Context: an optimization exercise on an open-source flow, tuned for small area, a short achievable clock period and few clock cycles per item. The choices shown serve that exercise and are no tape-out recipe.
Where RTL was checked, it was by simulation tests only, not by an equivalence proof against the original.
Function not checked in run 2: the RTL went through the layout flow alone.
Power is estimated from default activity; no workload was simulated.

==> flow/config.mk <==
export PLATFORM = sky130hd
export DESIGN_NAME = zigzag_rle
export DESIGN_NICKNAME = zigzag_rle
export VERILOG_FILES = /design/flow/design.v
export SDC_FILE = /design/flow/constraint.sdc
export NUM_CORES = 4
export LEC_CHECK = 0
export ABC_CLOCK_PERIOD_IN_PS = 2500
export CAP_MARGIN = 20
export CORE_MARGIN = 2
export CORE_UTILIZATION = 40
export CTS_CLUSTER_DIAMETER = 80
export CTS_CLUSTER_SIZE = 20
export SETUP_SLACK_MARGIN = 2.5
export SLEW_MARGIN = 20
export TNS_END_PERCENT = 10
==> flow/constraint.sdc <==
create_clock -name core_clock -period 5.0 [get_ports {clk}]
set_input_delay 1.0000 -clock core_clock [delete_from_list [all_inputs] [get_ports {clk}]]
set_output_delay 1.0000 -clock core_clock [all_outputs]
set_load 0.01 [all_outputs]
==> flow/design.v <==
module zigzag_rle (
  input  logic       clk,
  input  logic       reset,
  input  logic [8:0] dctq,
  input  logic       dctq_valid,
  input  logic [5:0] addr,
  output logic       hold,
  output logic [5:0] rle_run,
  output logic [8:0] rle_level,
  output logic       rle_eob,
  output logic       rle_valid,
  input  logic       rle_ready,
  output logic       overflow
);
  localparam logic [383:0] ZZ =
    384'hffedefdbdf35ba77e6b74efacec95e5cf59d92bcb9e31aa371538718d51b8a9c2885a4cc1442d2660611283089408040;
  logic [8:0]  mem [0:63];      
  logic        q0_v, blk, full;
  logic [5:0]  q0_a;
  logic [7:0]  q0_hi, q0_lo;    
  logic [8:0]  q0_d;
  logic        commit, blk_end, load, ld_ok;
  logic [63:0] pend;            
  logic [63:0] pend_r;          
  logic [63:0] nz;              
  logic [5:0]  an;              
  logic        q0_vn, blk_n, full_n;
  logic        room;            
  genvar g;
  generate
    for (g = 0; g < 64; g++) begin : g_map
      assign pend_r[ZZ[6*g +: 6]] = pend[g];
      if (g == 63) begin : g_last
        assign nz[g] = full ? |mem[63] : |q0_d;
      end else begin : g_other
        assign nz[g] = |mem[ZZ[6*g +: 6]];
      end
    end
  endgenerate
  assign commit  = q0_v & ~hold;
  assign blk_end = commit & q0_hi[7] & q0_lo[7];
  assign load    = ld_ok & room & (full | blk_end);
  assign an      = hold ? q0_a : addr;
  assign q0_vn   = hold | dctq_valid;
  assign blk_n   = load ? (an != 6'd0)
                        : (hold ? pend_r[q0_a] : pend_r[addr]);
  assign full_n  = (full | blk_end) & ~load;
  always_ff @(posedge clk) begin
    for (int r = 0; r < 64; r++)
      if (commit && q0_hi[r / 8] && q0_lo[r % 8]) mem[r] <= q0_d;
    if (!hold) begin
      q0_a <= addr;
      for (int i = 0; i < 8; i++) begin
        q0_hi[i] <= addr[5:3] == 3'(i);
        q0_lo[i] <= addr[2:0] == 3'(i);
      end
      q0_d <= dctq;
    end
  end
  logic        eob_due;
  logic        sel_v;           
  logic [7:0]  sel_g, sel_l;    
  logic [7:0]  grp, gfirst, lfirst, glow;
  logic [7:0]  gne, gnz;        
  logic        sel_none;        
  logic [63:0] lower;           
  always_comb begin
    for (int j = 0; j < 8; j++)
      grp[j] = |pend[8*j +: 8];
    for (int j = 0; j < 8; j++) begin
      glow[j] = 1'b0;
      for (int m = 0; m < j; m++)
        glow[j] = glow[j] | gne[m];
      gfirst[j] = grp[j] & ~glow[j];
      gnz[j] = |nz[8*j +: 8];
    end
    for (int k = 0; k < 64; k++) begin
      lower[k] = glow[k / 8];
      for (int m = 8 * (k / 8); m < k; m++)
        lower[k] = lower[k] | pend[m];
    end
    lfirst = 8'd0;
    for (int j = 0; j < 8; j++)
      for (int i = 0; i < 8; i++)
        lfirst[i] = lfirst[i] | (pend[8*j + i] & ~lower[8*j + i]);
  end
  logic       e1_v, e2_v, e1_eob, e2_eob;
  logic [5:0] e1_run, e2_run;
  logic [8:0] e1_level, e2_level;
  logic       rv;                  
  logic       s0, s1, s2, le2, le3, deq;
  assign deq = rle_valid & rle_ready;
  assign s0  = ~sel_v & ~rv;
  assign s1  = sel_v ^ rv;
  assign s2  = sel_v & rv;
  assign le2 = (s0 & ~e2_v) | (s1 & ~e1_v) | (s2 & ~rle_valid);
  assign le3 = s0 | (s1 & ~e2_v) | (s2 & ~e1_v);
  assign room = deq ? le3 : le2;
  logic       slot_empty, eob_now;
  assign slot_empty = ~|sel_g;
  assign eob_now    = sel_v & slot_empty & sel_none & eob_due;
  always_ff @(posedge clk) begin
    if (reset) begin
      q0_v     <= 1'b0;
      blk      <= 1'b0;
      hold     <= 1'b0;
      full     <= 1'b0;
      overflow <= 1'b0;
      pend     <= 64'd0;
      gne      <= 8'd0;
      ld_ok    <= 1'b0;
      eob_due  <= 1'b0;
      sel_v    <= 1'b0;
    end else begin
      if (dctq_valid && hold) overflow <= 1'b1;
      q0_v <= q0_vn;
      blk  <= blk_n;
      full <= full_n;
      hold <= q0_vn & (blk_n | full_n);
      sel_v <= room;
      pend <= (pend & (lower | {64{~room}})) |
              ({64{load}} & nz & ~64'd1);
      gne  <= load ? gnz : grp;
      if (eob_now) eob_due <= 1'b0;
      if (load)    eob_due <= 1'b1;
      ld_ok <= ~load & (~eob_due | eob_now);
    end
  end
  always_ff @(posedge clk) begin
    sel_g   <= gfirst | {7'd0, load};
    sel_none <= ~|gne & ~load;
    sel_l   <= lfirst | {7'd0, load};
  end
  logic [8:0] rd_level, byte_lv [0:7];
  logic [5:0] rd_run, p_o, sel_k;    
  logic [8:0] r_level;
  logic [5:0] r_run;
  logic       r_eob;
  always_comb begin
    sel_k = 6'd0;
    for (int j = 0; j < 8; j++) begin
      if (sel_g[j]) sel_k[5:3] = sel_k[5:3] | 3'(j);
      if (sel_l[j]) sel_k[2:0] = sel_k[2:0] | 3'(j);
    end
    rd_level = 9'd0;
    for (int j = 0; j < 8; j++) begin
      byte_lv[j] = 9'd0;
      for (int i = 0; i < 8; i++)
        if (sel_l[i]) byte_lv[j] = byte_lv[j] | mem[ZZ[6*(8*j + i) +: 6]];
      if (sel_g[j]) rd_level = rd_level | byte_lv[j];
    end
    rd_run = slot_empty ? 6'd0 : sel_k + ~p_o;
  end
  always_ff @(posedge clk) begin
    if (reset)                     p_o <= 6'd63;
    else if (sel_v && !slot_empty) p_o <= sel_k;
    else if (eob_now)              p_o <= 6'd63;
    r_level <= rd_level;
    r_run   <= rd_run;
    r_eob   <= slot_empty;
  end
  always_ff @(posedge clk) begin
    if (reset) begin
      rv        <= 1'b0;
      rle_valid <= 1'b0;
      e1_v      <= 1'b0;
      e2_v      <= 1'b0;
    end else begin
      rv <= sel_v & (~slot_empty | (eob_due & sel_none));
      if (deq) begin
        rle_valid <= e1_v | rv;
        e1_v      <= e2_v | (e1_v & rv);
        e2_v      <= e2_v & rv;
      end else begin
        rle_valid <= rle_valid | rv;
        e1_v      <= e1_v | (rle_valid & rv);
        e2_v      <= e2_v | (e1_v & rv);
      end
    end
  end
  always_ff @(posedge clk) begin
    if (deq ? e1_v : !rle_valid) begin
      rle_eob   <= deq ? e1_eob   : r_eob;
      rle_run   <= deq ? e1_run   : r_run;
      rle_level <= deq ? e1_level : r_level;
    end else if (deq) begin
      rle_eob   <= r_eob;
      rle_run   <= r_run;
      rle_level <= r_level;
    end
    if (deq ? e2_v : !e1_v) begin
      e1_eob   <= deq ? e2_eob   : r_eob;
      e1_run   <= deq ? e2_run   : r_run;
      e1_level <= deq ? e2_level : r_level;
    end else if (deq) begin
      e1_eob   <= r_eob;
      e1_run   <= r_run;
      e1_level <= r_level;
    end
    if (deq || !e2_v) begin
      e2_eob   <= r_eob;
      e2_run   <= r_run;
      e2_level <= r_level;
    end
  end
endmodule
==> flow/run.sh <==
#!/bin/bash
# synth_recipe.tcl (not shown) runs the flow's synth.tcl, then flattens the netlist and writes it again
# the make line also repeats each setting of config.mk as NAME=value (left out here)
make -C /OpenROAD-flow-scripts/flow DESIGN_CONFIG=/design/flow/config.mk WORK_HOME=/design/flow/orfs CLKGATE_MAP_FILE= SYNTH_SCRIPT=/design/flow/synth_recipe.tcl finish
==> results.txt, run 1 <==
antenna violations before repair=3; Final #Nets=2276; Final GP Congestion=0.935; drt via density=6.39; CTS Sinks=777; post-route cell area=34300 sq um; CTS tree=built; fillers=6934; pwr dens=362 nW/um^2; Pre-Repair DR Iteration Count=6; maximum vdd drop=0.263 mV; Die ar.=79800 sq um; Gate power share=7.8%; latest clock arrival within the worst-skew pair=0.63 ns; core region area=77100 sq um; ranking of synthesized cells by area=edfxtp_1 (63%), a22oi_1 (8.3%), dfxtp_1 (8.3%); Die Wd=283 um; Mapped Cells=2231; yosys warns=3; element type at the critical path end=flop; post-layout util=44.5%; fin cells=3326; hold slack=0.405 ns; Yosys cell types=74; Clk network pwr share=32.6%; Post-synth EDFFs=649; ANT cells=0; detailed-route wire length=97800 um; Final Slew Violations=0; share of post-route cells with drive strength above 1=8.49%; antenna viol nets, final=0; Hold Path Origin=gne[7]; worst hold stages=1; worst-path fanout max=27; switching share of power=24.1%; TritonCTS buffer count=46; Worst Hold Class=reg2reg; syn_area_per_cell=13.9 sq um; GR Util All Layers=24.2%; WHS Endpoint=sel_none; Worst-Margin Slew=1.07 ns; Layout area overhead=10.5%; Post-synth top cells=edfxtp_1 (649), a22oi_1 (344), nor2_1 (132); Fin Setup TNS=0 ns; worst clock skew=0.0275 ns; placed inst area=32500 sq um; Int Power=9420 uW; Synth Flop Type=edfxtp_1; FF-to-FF End=r_level[8]; kind of critical path=reg2reg; Slew headroom=28.7%; row cnt=102; Buffers on Ports=37; GR Overflow Total=0; htree depth=2; Longest Clk Path Bufs=3; syn_nets=2258; top-count cell post-synth=edfxtp_1; DRC=0; Startpoint Class=flop; synthesis-stage register bit count=777; max cap viols=0; first-pass GRT wire length=141000 um; starting utilization of the core area=40.3%; Die H=283 um; post-synthesis sequential area ratio=71.0%; Inst Count DP=3221; R2R depth=5; worst path cell trace=buf_4 > a22oi_1 > nand4_1 > a22oi_1 > nand4_1; DR iter-0 viols=2708; Ports=38; final hold violations=0; Max Freq=388 MHz; CP max stage cell=dfxtp_2; Vias=21200; RSZ-0062 raised after global routing=yes; Wirelength per Cell=29.4 um; CP max stage delay=0.55 ns; P_sw=2990 uW; R2R Path Start=sel_l[4]; post-route clock period utilization=51.6%; maximum number of pins on one net before global-route repair=66; Final min period=2.58 ns; post-synth top area share=62.8%; Lkg Pwr=0.0111 uW; Post-Syn Area=31000 sq um; Hold-fix buffers, CTS=0; CP arrival=2.96 ns; final setup fails=0; Reg clk slew, reported paths=0.09 ns; R2R Setup Slk=2.42 ns; Root Buffer Master=clkbuf_16; status=timing/DRC/antenna clean; hpwl dp=66600 um; share of synthesized flip-flops with an asynchronous set or reset=0%; worst setup path startpoint=sel_l[4]; Worst EP required=5.38 ns; area leader, netlist=edfxtp_1; Seq pwr share=59.6%; vias in the first global route=20600
[cells by family (layout without fill, tap and decap cells)]
kind of cell / Yosys count / in the layout / share of synthesized area, %
AO/OA/AOI/OAI: 526 / 526 / 12.1
XOR/XNOR: 4 / 4 / 0.157
buffers and inverters: 160 / 211 / 2.10
adder cells (fa/ha/maj): 8 / 8 / 0.347
flip-flops: 777 / 777 / 71.0
multiplexers: 69 / 69 / 2.57
AND/OR/NAND/NOR: 687 / 691 / 11.7
[critical path: cells and delay by family, from the launching register on]
family | cells | cell delay [ns]
buf+inv | 1 | 0.37
flops | 1 | 0.55
simple gates | 2 | 0.56
compound gates | 2 | 0.83
[sequential cells by signal (all words and copies together) (netlist names), 9 cells and up]
register	cells
mem	576
pend	64
e1_level	9
e2_level	9
q0_d	9
r_level	9
rle_level	9
[what timing repair did]
action,4_1_cts,5_1_grt
cloned,4,0
resized for setup,28,19
pin swaps,5,2
buffers inserted,12,4
endpoints found under the setup margin,111,46
[per-layer routing]
metal	vias up	wire length [um]	GRT usage, %
met2	1303	44800	38.2
met4	2	5200	11.6
li1	9032	-	-
met3	239	9150	4.39
met1	10700	38700	32.4
met5	-	13	0
[placed cells by master, fill, tap and decap left out, drive strengths merged, types with 62 or more instances in the layout]
| master | Yosys | layout |
|---|---|---|
| a21oi | 62 | 62 |
| a22oi | 344 | 344 |
| and3 | 70 | 74 |
| clkbuf | 108 | 79 |
| dfxtp | 128 | 128 |
| edfxtp | 649 | 649 |
| nand2 | 81 | 81 |
| nand3 | 80 | 80 |
| nand4 | 83 | 83 |
| nor2 | 135 | 135 |
| nor3 | 93 | 93 |
| nor4 | 87 | 87 |
[power groups by stage]
stage               combinational [uW]  sequential (uW)  clock, uW
detailed placement                 902             7540          0
floorplan                          500             7460          0
global route                      1030             7400       4300
global placement                   890             7540          0
finish                             969             7390       4050
CTS                                930             7390       4080
[stage by stage]
stage | setup slack [ns] | total power (uW)
detailed placement | 1.06 | 8440
global placement | 1.10 | 8430
global route | 2.43 | 12700
floorplan | 2.27 | 7960
finish | 2.42 | 12400
CTS | 2.42 | 12400
[worst max path at each step]
stage               depth (start not counted)            to  slack (ns)
floorplan                                  10      sel_l[0]        2.27
CTS                                         8      r_run[5]        2.42
global route                                1  rle_level[0]        2.43
finish                                      5    r_level[8]        2.42
global placement                            8        gne[0]        1.10
detailed placement                          8        gne[0]        1.06
[cell type report]
type / count / area [sq um] / area share [%]
sequential: 777 / 22100 / 64.4
multi-input combinational: 1298 / 8510 / 24.8
clock buffer: 78 / 1360 / 3.95
tap: 1040 / 1300 / 3.79
timing repair buffer: 87 / 817 / 2.38
inverter: 39 / 146 / 0.427
clock inverter: 7 / 77.6 / 0.226
Testbench counts, summed over its fixed seeds: cycles 26,256, blocks 384.
==> inputs of run 2 (changes only) <==
--- a/flow/design.v
+++ b/flow/design.v
@@ -61,6 +61,5 @@
   logic        sel_v;           
-  logic [7:0]  sel_g, sel_l;    
-  logic [7:0]  grp, gfirst, lfirst, glow;
-  logic [7:0]  gne, gnz;        
-  logic        sel_none;        
+  logic [7:0]  sel_g;           
+  logic [7:0]  sel_la, sel_lb;  
+  logic [7:0]  grp, gfirst, lfirst_a, lfirst_b, glow;
   logic [63:0] lower;           
@@ -72,5 +71,4 @@
       for (int m = 0; m < j; m++)
-        glow[j] = glow[j] | gne[m];
+        glow[j] = glow[j] | grp[m];
       gfirst[j] = grp[j] & ~glow[j];
-      gnz[j] = |nz[8*j +: 8];
     end
@@ -81,6 +79,9 @@
     end
-    lfirst = 8'd0;
-    for (int j = 0; j < 8; j++)
-      for (int i = 0; i < 8; i++)
-        lfirst[i] = lfirst[i] | (pend[8*j + i] & ~lower[8*j + i]);
+    lfirst_a = 8'd0;
+    lfirst_b = 8'd0;
+    for (int j = 0; j < 4; j++)
+      for (int i = 0; i < 8; i++) begin
+        lfirst_a[i] = lfirst_a[i] | (pend[8*j + i] & ~lower[8*j + i]);
+        lfirst_b[i] = lfirst_b[i] | (pend[8*j + 32 + i] & ~lower[8*j + 32 + i]);
+      end
   end
@@ -100,3 +101,3 @@
   assign slot_empty = ~|sel_g;
-  assign eob_now    = sel_v & slot_empty & sel_none & eob_due;
+  assign eob_now    = sel_v & slot_empty & eob_due;
   always_ff @(posedge clk) begin
@@ -109,3 +110,2 @@
       pend     <= 64'd0;
-      gne      <= 8'd0;
       ld_ok    <= 1'b0;
@@ -122,3 +122,2 @@
               ({64{load}} & nz & ~64'd1);
-      gne  <= load ? gnz : grp;
       if (eob_now) eob_due <= 1'b0;
@@ -130,4 +129,4 @@
     sel_g   <= gfirst | {7'd0, load};
-    sel_none <= ~|gne & ~load;
-    sel_l   <= lfirst | {7'd0, load};
+    sel_la  <= lfirst_a | {7'd0, load};
+    sel_lb  <= lfirst_b;
   end
@@ -142,3 +141,3 @@
       if (sel_g[j]) sel_k[5:3] = sel_k[5:3] | 3'(j);
-      if (sel_l[j]) sel_k[2:0] = sel_k[2:0] | 3'(j);
+      if (sel_la[j] | sel_lb[j]) sel_k[2:0] = sel_k[2:0] | 3'(j);
     end
@@ -148,3 +147,4 @@
       for (int i = 0; i < 8; i++)
-        if (sel_l[i]) byte_lv[j] = byte_lv[j] | mem[ZZ[6*(8*j + i) +: 6]];
+        if (j < 4 ? sel_la[i] : sel_lb[i])
+          byte_lv[j] = byte_lv[j] | mem[ZZ[6*(8*j + i) +: 6]];
       if (sel_g[j]) rd_level = rd_level | byte_lv[j];
@@ -168,3 +168,3 @@
     end else begin
-      rv <= sel_v & (~slot_empty | (eob_due & sel_none));
+      rv <= sel_v & (~slot_empty | eob_due);
       if (deq) begin
--- a/flow/config.mk
+++ b/flow/config.mk
@@ -11,4 +11,2 @@
 export CORE_UTILIZATION = 40
-export CTS_CLUSTER_DIAMETER = 80
-export CTS_CLUSTER_SIZE = 20
 export SETUP_SLACK_MARGIN = 2.5
==> run 2 against run 1 <==
  * Combinational power decreased by 5.8%
  * Setup slack worse by 0.082 ns
  * Die area shrank 0.85%
  * Sequential cell count decreased by 1
  * Hold slack better by 0.064 ns
  * Area after synthesis fell by 0.86%
  * Critical path depth increased by 2
  * Power grew 16%
  * Synthesized cell count down 3.4%
  * Routed wire length decreased by 3.6%
  * Largest power group unchanged
==> results.txt, run 2 <==
pwr dens=404 nW/um^2; GR Overflow Total=0; element type at the critical path end=flop; Setup WS post-layout=2.34 ns; commonest cells after routing, fill and taps aside=edfxtp_1 (649), a22oi_1 (325), nor2_1 (129); maximum number of pins on one net before global-route repair=66; Pre-Repair DR Iteration Count=6; worst hold stages=0; starting utilization of the core area=40.4%; fillers=6660; top-count cell post-synth=edfxtp_1; syn_area_per_cell=14.3 sq um; worst clock skew=0.0302 ns; Longest Clk Path Bufs=3; Startpoint Class=flop; GR Util All Layers=23.7%; area leader, netlist=edfxtp_1; GR Layer Usage met1=33.2%; Yosys cell types=79; antenna violations before repair=9; Vias=21000; maximum vdd drop=0.263 mV; drt via density=6.32; Worst EP required=5.58 ns; Fin Setup TNS=0 ns; most common cell after layout, fill and taps aside=edfxtp_1; vias in the first global route=20500; Reg clk slew, reported paths=0.06 ns; R2R depth=7; worst-path fanout max=8; latest clock arrival within the worst-skew pair=0.65 ns; Layout area overhead=15.6%; number of flip-flops in the largest register=576; Post-synth top cells=edfxtp_1 (649), a22oi_1 (325), nor2_1 (134); post-synth top area share=63.3%; post-synthesis sequential area ratio=71.6%; final setup fails=0; CTS Sinks=776; Hold Path Origin=r_level[6]; M3 GR Usage=3.86%; post-route clock period utilization=53.2%; Largest Register=mem; Lkg Pwr=0.0118 uW; CTS tree=built; Place WS=0.960 ns; Worst-Margin Slew=1.02 ns; switching share of power=22.9%; Seq pwr share=51.0%; ANT cells=0; Final #Nets=2254; WHS Endpoint=e2_level[6]; Ports=38; final hold violations=0; met2 Use GR=36.5%; first-pass GRT wire length=138000 um; Final min period=2.66 ns; Root Buffer Master=clkbuf_16; Final Slew Violations=0; hpwl dp=63100 um; htree depth=3; status=timing/DRC/antenna clean; row cnt=101; ranking of synthesized cells by area=edfxtp_1 (63%), dfxtp_1 (8.3%), a22oi_1 (7.9%); Largest regs=mem x576, pend x64; RSZ-0062 raised after global routing=yes; core region area=76100 sq um; DR iter-0 viols=3061; share of post-route cells with drive strength above 1=13.4%; Wirelength per Cell=28.4 um; P_sw=3300 uW; share of synthesized flip-flops with an asynchronous set or reset=0%; Die Wd=281 um; Die ar.=79200 sq um; syn_nets=2182; Die H=281 um; Gate power share=6.3%; Int Power=11100 uW; Worst Hold Class=reg2reg; TritonCTS buffer count=81; R2R Path Start=pend[42]; Buffers on Ports=37; detailed-route wire length=94300 um; Max Freq=376 MHz; FF-to-FF End=sel_lb[7]; synthesis-stage register bit count=776; DRC=0; Post-Syn Area=30800 sq um; Final GP Congestion=0.959; max cap viols=0; CP arrival=3.24 ns; kind of critical path=reg2reg; post-layout util=46.7%; Post-synth EDFFs=649; yosys warns=3; Synth Flop Type=edfxtp_1; gr busiest metal=met2; antenna viol nets, final=0; Mapped Cells=2155; R2R Setup Slk=2.34 ns; Slew headroom=31.4%; Clk network pwr share=42.6%
==> run 2: changes by cell type after synthesis, moves of 13 or more <==
cell	previous run	this run
a21oi_1	62	75
a22oi_1	344	325
buf_1	2	18
nand3_1	79	20
nor3_1	93	34
nor4_1	86	70
o41ai_1	2	60
==> run 2: layer usage <==
metal	part of all wire, %	wire length, um
met1	42	39300
met2	45	42300
met3	9.2	8700
met4	4.3	4050
met5	0.023	22
==> run 2: area by class of cell <==
cell class,count,area (sq um),share of cell area [%]
timing repair buffer,109,990,2.78
sequential,776,22100,62.0
inverter,36,140,0.394
multi-input combinational,1223,8400,23.6
clock inverter,41,457,1.28
clock buffer,108,2230,6.27
tap,1030,1290,3.62
==> run 2: worst max-delay path by stage <==
stage	from	endpoint	slack, ns
final	pend[42]	sel_lb[7]	2.34
after detailed placement	rle_ready	pend[18]	0.96
after CTS	addr[1]	hold	2.25
after floorplan	addr[0]	hold	2.16
after global placement	rle_ready	ld_ok	1.12
after global routing	pend[42]	sel_lb[7]	2.24
==> run 2: power groups by stage <==
stage / sequential [uW] / clock, uW / combinational, uW
floorplan: 7430 / 0 / 418
global placement: 7460 / 0 / 808
detailed placement: 7460 / 0 / 814
CTS: 7330 / 6220 / 865
global route: 7340 / 6460 / 963
finish: 7340 / 6130 / 913
==> run 2: cell families (layout without fill, tap and decap cells) <==
kind of cell | count (synthesis) | in the layout | synth area share, %
mux | 71 | 71 | 2.66
fa+ha+maj | 8 | 8 | 0.350
simple gates | 563 | 563 | 9.86
flops | 776 | 776 | 71.6
xor+xnor | 4 | 4 | 0.114
buf+inv | 156 | 294 | 1.95
compound gates | 577 | 577 | 13.5
==> run 2: metrics by stage <==
stage	instances	hold slack, ns	area (sq um)	total power, uW
2_1_floorplan	2155	0.419	30900	7850
4_1_cts	3308	0.472	35300	14400
3_5_place_dp	3143	0.458	32300	8280
3_3_place_gp	3143	0.448	32300	8270
6_report	3323	0.468	35600	14400
5_1_grt	3323	0.503	35600	14800
==> run 2: what timing repair did <==
item                       CTS  global route
setup endpoints to repair  100            94
pin swaps                    7            12
hold buffers                 0             0
cloned                       1             0
resized for setup           35            42
buffers inserted            15            15
==> run 2: worst max-delay path, stage by stage (launching register included) <==
cell and delay, ns:
dfxtp_1 0.44, nor3_2 0.28, and4bb_2 0.29, and2_0 0.29, or3b_4 0.45, or4_4 0.47
nor3b_4 0.25, a311o_1 0.14

static timing again, ports no longer ideal:
No port has a modelled driver above. Below, the same layouts with a new extraction and two added sets of constraints. Step 1 assumes that a clkbuf_16 drives the clock port and a buf_2 every other input. Step 2 moves the port delays by t, midway between the first and last clock arrival at a register: inputs arrive t later, outputs are due t later. That takes back most of the time a late clock gives input paths. a / b / c = ideal ports / drivers / drivers and shift; a / b = the first two.
run	shift t [ns]	setup slack, ns	clock arrival spread, ns	worst slew at a driven data input, ns	cell pins on the clock port's net
run 1	0.671	2.419 / 2.419 / 1.888	0.028 / 0.028	0.04	1
run 2	0.694	2.338 / 2.286 / 1.646	0.033 / 0.033	0.09	1
After both steps setup and hold are still met in every run listed. The setup slack of run 2, which loses most, moves by -0.052 ns with the drivers and by -0.692 ns with both steps.
